Background: an optimization exercise with open tools, aiming at small area. Do not read the settings as production practice. At most, simulation tests tie the RTL to the original design; equivalence was not proved.

==> run a: inputs <==
==> flow/design.v (excerpt) <==
module sccb_target #(
  parameter logic [7:0] DEV_ADDR = 8'h60
) (
  input  logic       clk,
  input  logic       reset,
  input  logic       scl,
  input  logic       sda_in,
  output logic       sda,
  output logic       sda_oe,
  output logic       wr_stb,
  output logic [7:0] wr_addr,
  output logic [7:0] wr_data,
  output logic       busy
);
  typedef enum logic [3:0] {
    IDLE, DEV, DEV_ACK, SUB, SUB_ACK, WDAT, WDAT_ACK, RDAT, RD_ACK, IGNORE
  } state_t;
  logic       scl_s1, scl_s2, scl_h;
  logic       sda_s1, sda_s2, sda_h;
  logic       scl_rise, scl_fall, bus_start, bus_stop;
  state_t     state, state_n;
  logic [3:0] bit_cnt, bit_cnt_n;
  logic [7:0] shift, shift_n;
  logic [7:0] ptr, ptr_n;
  logic [7:0] wr_addr_n, wr_data_n;
  logic       rw, rw_n;
  logic       sda_oe_n, busy_n, wr_stb_n;
  logic       reg_we;
  logic [7:0] rx_byte, rd_byte;
  logic [7:0] regs [256];
  assign sda = 1'b0;
  assign rx_byte = {shift[6:0], sda_h};
  assign rd_byte = regs[ptr];
  always_ff @(posedge clk or posedge reset) begin
  ...
==> module sccb_target, before the edit <==
module sccb_target #(
  parameter logic [7:0] DEV_ADDR = 8'h60
) (
  input  logic       clk,
  input  logic       reset,
  input  logic       scl,
  input  logic       sda_in,
  output logic       sda,
  output logic       sda_oe,
  output logic       wr_stb,
  output logic [7:0] wr_addr,
  output logic [7:0] wr_data,
  output logic       busy
);
  typedef enum logic [3:0] {
    IDLE, DEV, DEV_ACK, SUB, SUB_ACK, WDAT, WDAT_ACK, RDAT, RD_ACK, IGNORE
  } state_t;
  logic       scl_s1, scl_s2, scl_h;
  logic       sda_s1, sda_s2, sda_h;
  logic       scl_rise, scl_fall, bus_start, bus_stop;
  state_t     state, state_n;
  logic [3:0] bit_cnt, bit_cnt_n;
  logic [7:0] shift, shift_n;
  logic [7:0] ptr, ptr_n;
  logic [7:0] wr_addr_n, wr_data_n;
  logic       rw, rw_n;
  logic       sda_oe_n, busy_n, wr_stb_n;
  logic       reg_we;
  logic [7:0] rx_byte, rd_byte;
  logic [7:0] regs [256];
  assign sda = 1'b0;
  assign rx_byte = {shift[6:0], sda_h};
  assign rd_byte = regs[ptr];
  always_ff @(posedge clk or posedge reset) begin
    if (reset) begin
      scl_s1    <= 1'b1;
      scl_s2    <= 1'b1;
      scl_h     <= 1'b1;
      sda_s1    <= 1'b1;
      sda_s2    <= 1'b1;
      sda_h     <= 1'b1;
      scl_rise  <= 1'b0;
      scl_fall  <= 1'b0;
      bus_start <= 1'b0;
      bus_stop  <= 1'b0;
    end else begin
      scl_s1    <= scl;
      scl_s2    <= scl_s1;
      scl_h     <= scl_s2;
      sda_s1    <= sda_in;
      sda_s2    <= sda_s1;
      sda_h     <= sda_s2;
      scl_rise  <= scl_s2 & ~scl_h;
      scl_fall  <= ~scl_s2 & scl_h;
      bus_start <= scl_s2 & scl_h & sda_h & ~sda_s2;
      bus_stop  <= scl_s2 & scl_h & ~sda_h & sda_s2;
    end
  end
  always_ff @(posedge clk or posedge reset) begin
    if (reset) begin
      state   <= IDLE;
      bit_cnt <= 4'd0;
      shift   <= 8'h00;
      ptr     <= 8'h00;
      rw      <= 1'b0;
      sda_oe  <= 1'b0;
      busy    <= 1'b0;
      wr_stb  <= 1'b0;
      wr_addr <= 8'h00;
      wr_data <= 8'h00;
    end else begin
      state   <= state_n;
      bit_cnt <= bit_cnt_n;
      shift   <= shift_n;
      ptr     <= ptr_n;
      rw      <= rw_n;
      sda_oe  <= sda_oe_n;
      busy    <= busy_n;
      wr_stb  <= wr_stb_n;
      wr_addr <= wr_addr_n;
      wr_data <= wr_data_n;
    end
  end
  always_ff @(posedge clk) begin
    if (reg_we) regs[ptr] <= wr_data_n;
  end
  always_comb begin
    state_n   = state;
    bit_cnt_n = bit_cnt;
    shift_n   = shift;
    ptr_n     = ptr;
    rw_n      = rw;
    sda_oe_n  = sda_oe;
    busy_n    = busy;
    wr_stb_n  = 1'b0;
    wr_addr_n = wr_addr;
    wr_data_n = wr_data;
    reg_we    = 1'b0;
    if (bus_start) begin
      state_n   = DEV;
      bit_cnt_n = 4'd0;
      sda_oe_n  = 1'b0;
    end else if (bus_stop) begin
      state_n  = IDLE;
      sda_oe_n = 1'b0;
      busy_n   = 1'b0;
    end else begin
      case (state)
        DEV: if (scl_rise) begin
          shift_n   = rx_byte;
          bit_cnt_n = bit_cnt + 4'd1;
          if (bit_cnt == 4'd7) begin
            bit_cnt_n = 4'd0;
            if (rx_byte[7:1] == DEV_ADDR[7:1]) begin
              state_n = DEV_ACK;
              busy_n  = 1'b1;
              rw_n    = rx_byte[0];
            end else begin
              state_n = IGNORE;
            end
          end
        end
        DEV_ACK: if (scl_fall) begin
          if (!sda_oe) begin
            sda_oe_n = 1'b1;
          end else if (rw) begin
            state_n   = RDAT;
            shift_n   = {rd_byte[6:0], 1'b0};
            sda_oe_n  = ~rd_byte[7];
            bit_cnt_n = 4'd1;
          end else begin
            state_n   = SUB;
            sda_oe_n  = 1'b0;
            bit_cnt_n = 4'd0;
          end
        end
        SUB: if (scl_rise) begin
          shift_n   = rx_byte;
          bit_cnt_n = bit_cnt + 4'd1;
          if (bit_cnt == 4'd7) begin
            bit_cnt_n = 4'd0;
            ptr_n     = rx_byte;
            state_n   = SUB_ACK;
          end
        end
        SUB_ACK, WDAT_ACK: if (scl_fall) begin
          if (!sda_oe) begin
            sda_oe_n = 1'b1;
          end else begin
            state_n   = WDAT;
            sda_oe_n  = 1'b0;
            bit_cnt_n = 4'd0;
          end
        end
        WDAT: if (scl_rise) begin
          shift_n   = rx_byte;
          bit_cnt_n = bit_cnt + 4'd1;
          if (bit_cnt == 4'd7) begin
            bit_cnt_n = 4'd0;
            reg_we    = 1'b1;
            wr_stb_n  = 1'b1;
            wr_addr_n = ptr;
            wr_data_n = rx_byte;
            state_n   = WDAT_ACK;
            ptr_n     = ptr + 8'd1;
          end
        end
        RDAT: if (scl_fall) begin
          if (bit_cnt == 4'd8) begin
            sda_oe_n = 1'b0;
            state_n  = RD_ACK;
          end else begin
            sda_oe_n  = ~shift[7];
            shift_n   = {shift[6:0], 1'b0};
            bit_cnt_n = bit_cnt + 4'd1;
          end
        end
        RD_ACK: if (scl_rise) begin
          if (!sda_h) begin
            state_n   = RDAT;
            bit_cnt_n = 4'd0;
            ptr_n     = ptr + 8'd1;
            shift_n   = regs[ptr_n];
          end else begin
            state_n = IGNORE;
          end
        end
        IDLE, IGNORE: sda_oe_n = 1'b0;
        default: begin
          state_n  = IDLE;
          sda_oe_n = 1'b0;
        end
      endcase
    end
  end
endmodule
clock: 10.0 ns
lec_check: 0
cap_margin: 20
core_margin: 2
core_utilization: 45
place_density: 0.6
slew_margin: 20
run.sh (not shown) runs the stock make flow with config.mk's settings and CLKGATE_MAP_FILE= SYNTH_SCRIPT=/design/flow/synth_recipe.tcl, a recipe that flattens the netlist after the stock synthesis.
==> inputs of run b, as changes to run a <==
--- a/flow/design.v
+++ b/flow/design.v
@@ -16,6 +16,6 @@
     IDLE, DEV, DEV_ACK, SUB, SUB_ACK, WDAT, WDAT_ACK, RDAT, RD_ACK, IGNORE
   } state_t;
-  logic       scl_s1, scl_s2, scl_h;
-  logic       sda_s1, sda_s2, sda_h;
+  logic       scl_s1, scl_s2, scl_h, scl_h2;
+  logic       sda_s1, sda_s2, sda_h, sda_h2;
   logic       scl_rise, scl_fall, bus_start, bus_stop;
   state_t     state, state_n;
@@ -23,65 +23,83 @@
   logic [7:0] shift, shift_n;
   logic [7:0] ptr, ptr_n;
-  logic [7:0] wr_addr_n, wr_data_n;
   logic       rw, rw_n;
   logic       sda_oe_n, busy_n, wr_stb_n;
-  logic       reg_we;
+  logic       reg_we, wr_vld;
   logic [7:0] rx_byte, rd_byte;
-  logic [7:0] regs [256];
+  logic [127:0][7:0] bank0, bank1;
+  logic [6:0] phase;
+  logic       pend;
+  logic [7:0] pend_addr, pend_data;
+  logic [7:0] rbuf, ra;
+  logic       commit;
+  logic [7:0] head0, head1;
   assign sda = 1'b0;
   assign rx_byte = {shift[6:0], sda_h};
-  assign rd_byte = regs[ptr];
+  assign rd_byte = rbuf;
+  assign scl_rise  = scl_h & ~scl_h2;
+  assign scl_fall  = ~scl_h & scl_h2;
+  assign bus_start = scl_h & scl_h2 & sda_h2 & ~sda_h;
+  assign bus_stop  = scl_h & scl_h2 & ~sda_h2 & sda_h;
   always_ff @(posedge clk or posedge reset) begin
     if (reset) begin
-      scl_s1    <= 1'b1;
-      scl_s2    <= 1'b1;
-      scl_h     <= 1'b1;
-      sda_s1    <= 1'b1;
-      sda_s2    <= 1'b1;
-      sda_h     <= 1'b1;
-      scl_rise  <= 1'b0;
-      scl_fall  <= 1'b0;
-      bus_start <= 1'b0;
-      bus_stop  <= 1'b0;
+      scl_s1 <= 1'b1;
+      scl_s2 <= 1'b1;
+      scl_h  <= 1'b1;
+      scl_h2 <= 1'b1;
+      sda_s1 <= 1'b1;
+      sda_s2 <= 1'b1;
+      sda_h  <= 1'b1;
+      sda_h2 <= 1'b1;
     end else begin
-      scl_s1    <= scl;
-      scl_s2    <= scl_s1;
-      scl_h     <= scl_s2;
-      sda_s1    <= sda_in;
-      sda_s2    <= sda_s1;
-      sda_h     <= sda_s2;
-      scl_rise  <= scl_s2 & ~scl_h;
-      scl_fall  <= ~scl_s2 & scl_h;
-      bus_start <= scl_s2 & scl_h & sda_h & ~sda_s2;
-      bus_stop  <= scl_s2 & scl_h & ~sda_h & sda_s2;
+      scl_s1 <= scl;
+      scl_s2 <= scl_s1;
+      scl_h  <= scl_s2;
+      scl_h2 <= scl_h;
+      sda_s1 <= sda_in;
+      sda_s2 <= sda_s1;
+      sda_h  <= sda_s2;
+      sda_h2 <= sda_h;
     end
   end
   always_ff @(posedge clk or posedge reset) begin
     if (reset) begin
-      state   <= IDLE;
-      bit_cnt <= 4'd0;
-      shift   <= 8'h00;
-      ptr     <= 8'h00;
-      rw      <= 1'b0;
-      sda_oe  <= 1'b0;
-      busy    <= 1'b0;
-      wr_stb  <= 1'b0;
-      wr_addr <= 8'h00;
-      wr_data <= 8'h00;
+      state  <= IDLE;
+      ptr    <= 8'h00;
+      sda_oe <= 1'b0;
+      busy   <= 1'b0;
+      wr_stb <= 1'b0;
+      wr_vld <= 1'b0;
     end else begin
-      state   <= state_n;
-      bit_cnt <= bit_cnt_n;
-      shift   <= shift_n;
-      ptr     <= ptr_n;
-      rw      <= rw_n;
-      sda_oe  <= sda_oe_n;
-      busy    <= busy_n;
-      wr_stb  <= wr_stb_n;
-      wr_addr <= wr_addr_n;
-      wr_data <= wr_data_n;
+      state  <= state_n;
+      ptr    <= ptr_n;
+      sda_oe <= sda_oe_n;
+      busy   <= busy_n;
+      wr_stb <= wr_stb_n;
+      if (reg_we) wr_vld <= 1'b1;
     end
   end
   always_ff @(posedge clk) begin
-    if (reg_we) regs[ptr] <= wr_data_n;
+    bit_cnt <= bit_cnt_n;
+    shift   <= shift_n;
+    rw      <= rw_n;
+  end
+  assign wr_addr = wr_vld ? pend_addr : 8'h00;
+  assign wr_data = wr_vld ? pend_data : 8'h00;
+  assign ra = (state == RDAT || state == RD_ACK) ? ptr + 8'd1 : ptr;
+  assign commit = pend && (pend_addr[6:0] == phase);
+  assign head0  = (commit && !pend_addr[7]) ? pend_data : bank0[127];
+  assign head1  = (commit &&  pend_addr[7]) ? pend_data : bank1[127];
+  always_ff @(posedge clk) begin
+    phase <= phase + 7'd1;
+    bank0 <= {bank0[126:0], head0};
+    bank1 <= {bank1[126:0], head1};
+    if (reg_we) begin
+      pend      <= 1'b1;
+      pend_addr <= ptr;
+      pend_data <= rx_byte;
+    end else if (commit) begin
+      pend <= 1'b0;
+    end
+    if (ra[6:0] == phase) rbuf <= ra[7] ? head1 : head0;
   end
   always_comb begin
@@ -94,6 +112,4 @@
     busy_n    = busy;
     wr_stb_n  = 1'b0;
-    wr_addr_n = wr_addr;
-    wr_data_n = wr_data;
     reg_we    = 1'b0;
     if (bus_start) begin
@@ -160,6 +176,4 @@
             reg_we    = 1'b1;
             wr_stb_n  = 1'b1;
-            wr_addr_n = ptr;
-            wr_data_n = rx_byte;
             state_n   = WDAT_ACK;
             ptr_n     = ptr + 8'd1;
@@ -181,5 +195,5 @@
             bit_cnt_n = 4'd0;
             ptr_n     = ptr + 8'd1;
-            shift_n   = regs[ptr_n];
+            shift_n   = rbuf;
           end else begin
             state_n = IGNORE;
==> inputs of run c, as changes to run a <==
==> flow/design.v (replaced) <==
module sccb_target #(
  parameter logic [7:0] DEV_ADDR = 8'h60
) (
  input  logic       clk,
  input  logic       reset,
  input  logic       scl,
  input  logic       sda_in,
  output logic       sda,
  output logic       sda_oe,
  output logic       wr_stb,
  output logic [7:0] wr_addr,
  output logic [7:0] wr_data,
  output logic       busy
);
  typedef enum logic [3:0] {
    IDLE, DEV, DEV_ACK, SUB, SUB_ACK, WDAT, WDAT_ACK, RDAT, RD_ACK, IGNORE
  } state_t;
  logic       scl_s1, scl_s2, scl_h, scl_h2;
  logic       sda_s1, sda_s2, sda_h, sda_h2;
  logic       scl_rise, scl_fall, bus_start, bus_stop;
  state_t     state, state_n;
  logic [8:0] shift, shift_n;
  logic [7:0] ptr, ptr_n;
  logic       rw, rw_n;
  logic       sda_oe_n, busy_n, wr_stb_n;
  logic       reg_we, wr_vld;
  logic [7:0] rx_byte, rd_byte;
  logic       rx_last, tx_done;
  logic [127:0][7:0] bank0, bank1;
  logic [6:0] phase;
  logic       pend;
  logic [7:0] pend_addr, pend_data;
  logic [7:0] rbuf, ra;
  logic       commit;
  logic [7:0] head0, head1;
  assign sda = 1'b0;
  assign rx_byte = {shift[6:0], sda_h};
  assign rx_last = shift[7];
  assign tx_done = (shift[7:0] == 8'h00);
  assign rd_byte = rbuf;
  assign scl_rise  = scl_h & ~scl_h2;
  assign scl_fall  = ~scl_h & scl_h2;
  assign bus_start = scl_h & scl_h2 & sda_h2 & ~sda_h;
  assign bus_stop  = scl_h & scl_h2 & ~sda_h2 & sda_h;
  always_ff @(posedge clk or posedge reset) begin
    if (reset) begin
      scl_s1 <= 1'b1;
      scl_s2 <= 1'b1;
      scl_h  <= 1'b1;
      scl_h2 <= 1'b1;
      sda_s1 <= 1'b1;
      sda_s2 <= 1'b1;
      sda_h  <= 1'b1;
      sda_h2 <= 1'b1;
    end else begin
      scl_s1 <= scl;
      scl_s2 <= scl_s1;
      scl_h  <= scl_s2;
      scl_h2 <= scl_h;
      sda_s1 <= sda_in;
      sda_s2 <= sda_s1;
      sda_h  <= sda_s2;
      sda_h2 <= sda_h;
    end
  end
  always_ff @(posedge clk or posedge reset) begin
    if (reset) begin
      state  <= IDLE;
      ptr    <= 8'h00;
      sda_oe <= 1'b0;
      busy   <= 1'b0;
      wr_stb <= 1'b0;
      wr_vld <= 1'b0;
    end else begin
      state  <= state_n;
      ptr    <= ptr_n;
      sda_oe <= sda_oe_n;
      busy   <= busy_n;
      wr_stb <= wr_stb_n;
      if (reg_we) wr_vld <= 1'b1;
    end
  end
  always_ff @(posedge clk) begin
    shift   <= shift_n;
    rw      <= rw_n;
  end
  assign wr_addr = wr_vld ? pend_addr : 8'h00;
  assign wr_data = wr_vld ? pend_data : 8'h00;
  assign ra = (state == RDAT || state == RD_ACK) ? ptr + 8'd1 : ptr;
  assign commit = pend && (pend_addr[6:0] == phase);
  assign head0  = (commit && !pend_addr[7]) ? pend_data : bank0[127];
  assign head1  = (commit &&  pend_addr[7]) ? pend_data : bank1[127];
  always_ff @(posedge clk) begin
    phase <= phase + 7'd1;
    bank0 <= {bank0[126:0], head0};
    bank1 <= {bank1[126:0], head1};
    if (reg_we) begin
      pend      <= 1'b1;
      pend_addr <= ptr;
      pend_data <= rx_byte;
    end else if (commit) begin
      pend <= 1'b0;
    end
    if (ra[6:0] == phase) rbuf <= ra[7] ? head1 : head0;
  end
  always_comb begin
    state_n   = state;
    shift_n   = shift;
    ptr_n     = ptr;
    rw_n      = rw;
    sda_oe_n  = sda_oe;
    busy_n    = busy;
    wr_stb_n  = 1'b0;
    reg_we    = 1'b0;
    if (bus_start) begin
      state_n   = DEV;
      shift_n   = 9'h001;
      sda_oe_n  = 1'b0;
    end else if (bus_stop) begin
      state_n  = IDLE;
      sda_oe_n = 1'b0;
      busy_n   = 1'b0;
    end else begin
      case (state)
        DEV: if (scl_rise) begin
          shift_n   = {shift[7:0], sda_h};
          if (rx_last) begin
            if (rx_byte[7:1] == DEV_ADDR[7:1]) begin
              state_n = DEV_ACK;
              busy_n  = 1'b1;
              rw_n    = rx_byte[0];
            end else begin
              state_n = IGNORE;
            end
          end
        end
        DEV_ACK: if (scl_fall) begin
          if (!sda_oe) begin
            sda_oe_n = 1'b1;
          end else if (rw) begin
            state_n   = RDAT;
            shift_n   = {rd_byte[6:0], 2'b10};
            sda_oe_n  = ~rd_byte[7];
          end else begin
            state_n   = SUB;
            sda_oe_n  = 1'b0;
            shift_n   = 9'h001;
          end
        end
        SUB: if (scl_rise) begin
          shift_n   = {shift[7:0], sda_h};
          if (rx_last) begin
            ptr_n     = rx_byte;
            state_n   = SUB_ACK;
          end
        end
        SUB_ACK, WDAT_ACK: if (scl_fall) begin
          if (!sda_oe) begin
            sda_oe_n = 1'b1;
          end else begin
            state_n   = WDAT;
            sda_oe_n  = 1'b0;
            shift_n   = 9'h001;
          end
        end
        WDAT: if (scl_rise) begin
          shift_n   = {shift[7:0], sda_h};
          if (rx_last) begin
            reg_we    = 1'b1;
            wr_stb_n  = 1'b1;
            state_n   = WDAT_ACK;
            ptr_n     = ptr + 8'd1;
          end
        end
        RDAT: if (scl_fall) begin
          if (tx_done) begin
            sda_oe_n = 1'b0;
            state_n  = RD_ACK;
          end else begin
            sda_oe_n = ~shift[8];
            shift_n  = {shift[7:0], 1'b0};
          end
        end
        RD_ACK: if (scl_rise) begin
          if (!sda_h) begin
            state_n   = RDAT;
            ptr_n     = ptr + 8'd1;
            shift_n   = {rbuf, 1'b1};
          end else begin
            state_n = IGNORE;
          end
        end
        IDLE, IGNORE: sda_oe_n = 1'b0;
        default: begin
          state_n  = IDLE;
          sda_oe_n = 1'b0;
        end
      endcase
    end
  end
endmodule
CORE_UTILIZATION = 70   (was 45)
PLACE_DENSITY = 0.8   (was 0.6)
==> summary of the runs <==
- Of run b and run a, run a has the higher die area (gap about 54%, measured against run a).
- Against run c, the final cell count of run b is higher by 13%.
- The lowest global-route usage belongs to run b, the highest to run a.
- Of run a and run b, run a has the higher clock-buffer cell count (gap 34).
- Hold slack, lowest first: run c, run b, run a.
- Wire length: run c is lower than run a (74%).
- Clock skew: run c is higher than run a (0.013 ns).
- Non-clock buffer count, highest first: run a, run c, run b.
- Run c finished clean. Run b ran to the end with no violations. Run a completed without violations.
The RTL of run a was laid out without a check of its function.

## static timing again, ports no longer ideal
Ports are ideal in the flow. The routed layouts listed here were re-timed in OpenROAD.
Step 1, drivers: a clkbuf_16 drives clk and a buf_2 each remaining input, both assumed.
Step 2 also shifts input and output timing later by t, the mid clock arrival at the registers, as if the neighbouring blocks saw the same clock.
Slacks: ideal / step 1 / step 2; pairs: ideal / step 1.
run	shift t [ns]	setup slack, ns	worst data-port slew with drivers (ns)
run a	0.953	4.144 / 4.144 / 4.144	0.03
run b	0.784	5.982 / 5.921 / 6.705	0.03
run c	0.828	5.781 / 5.710 / 6.281	0.05
After both steps setup and hold are still met in every run listed.
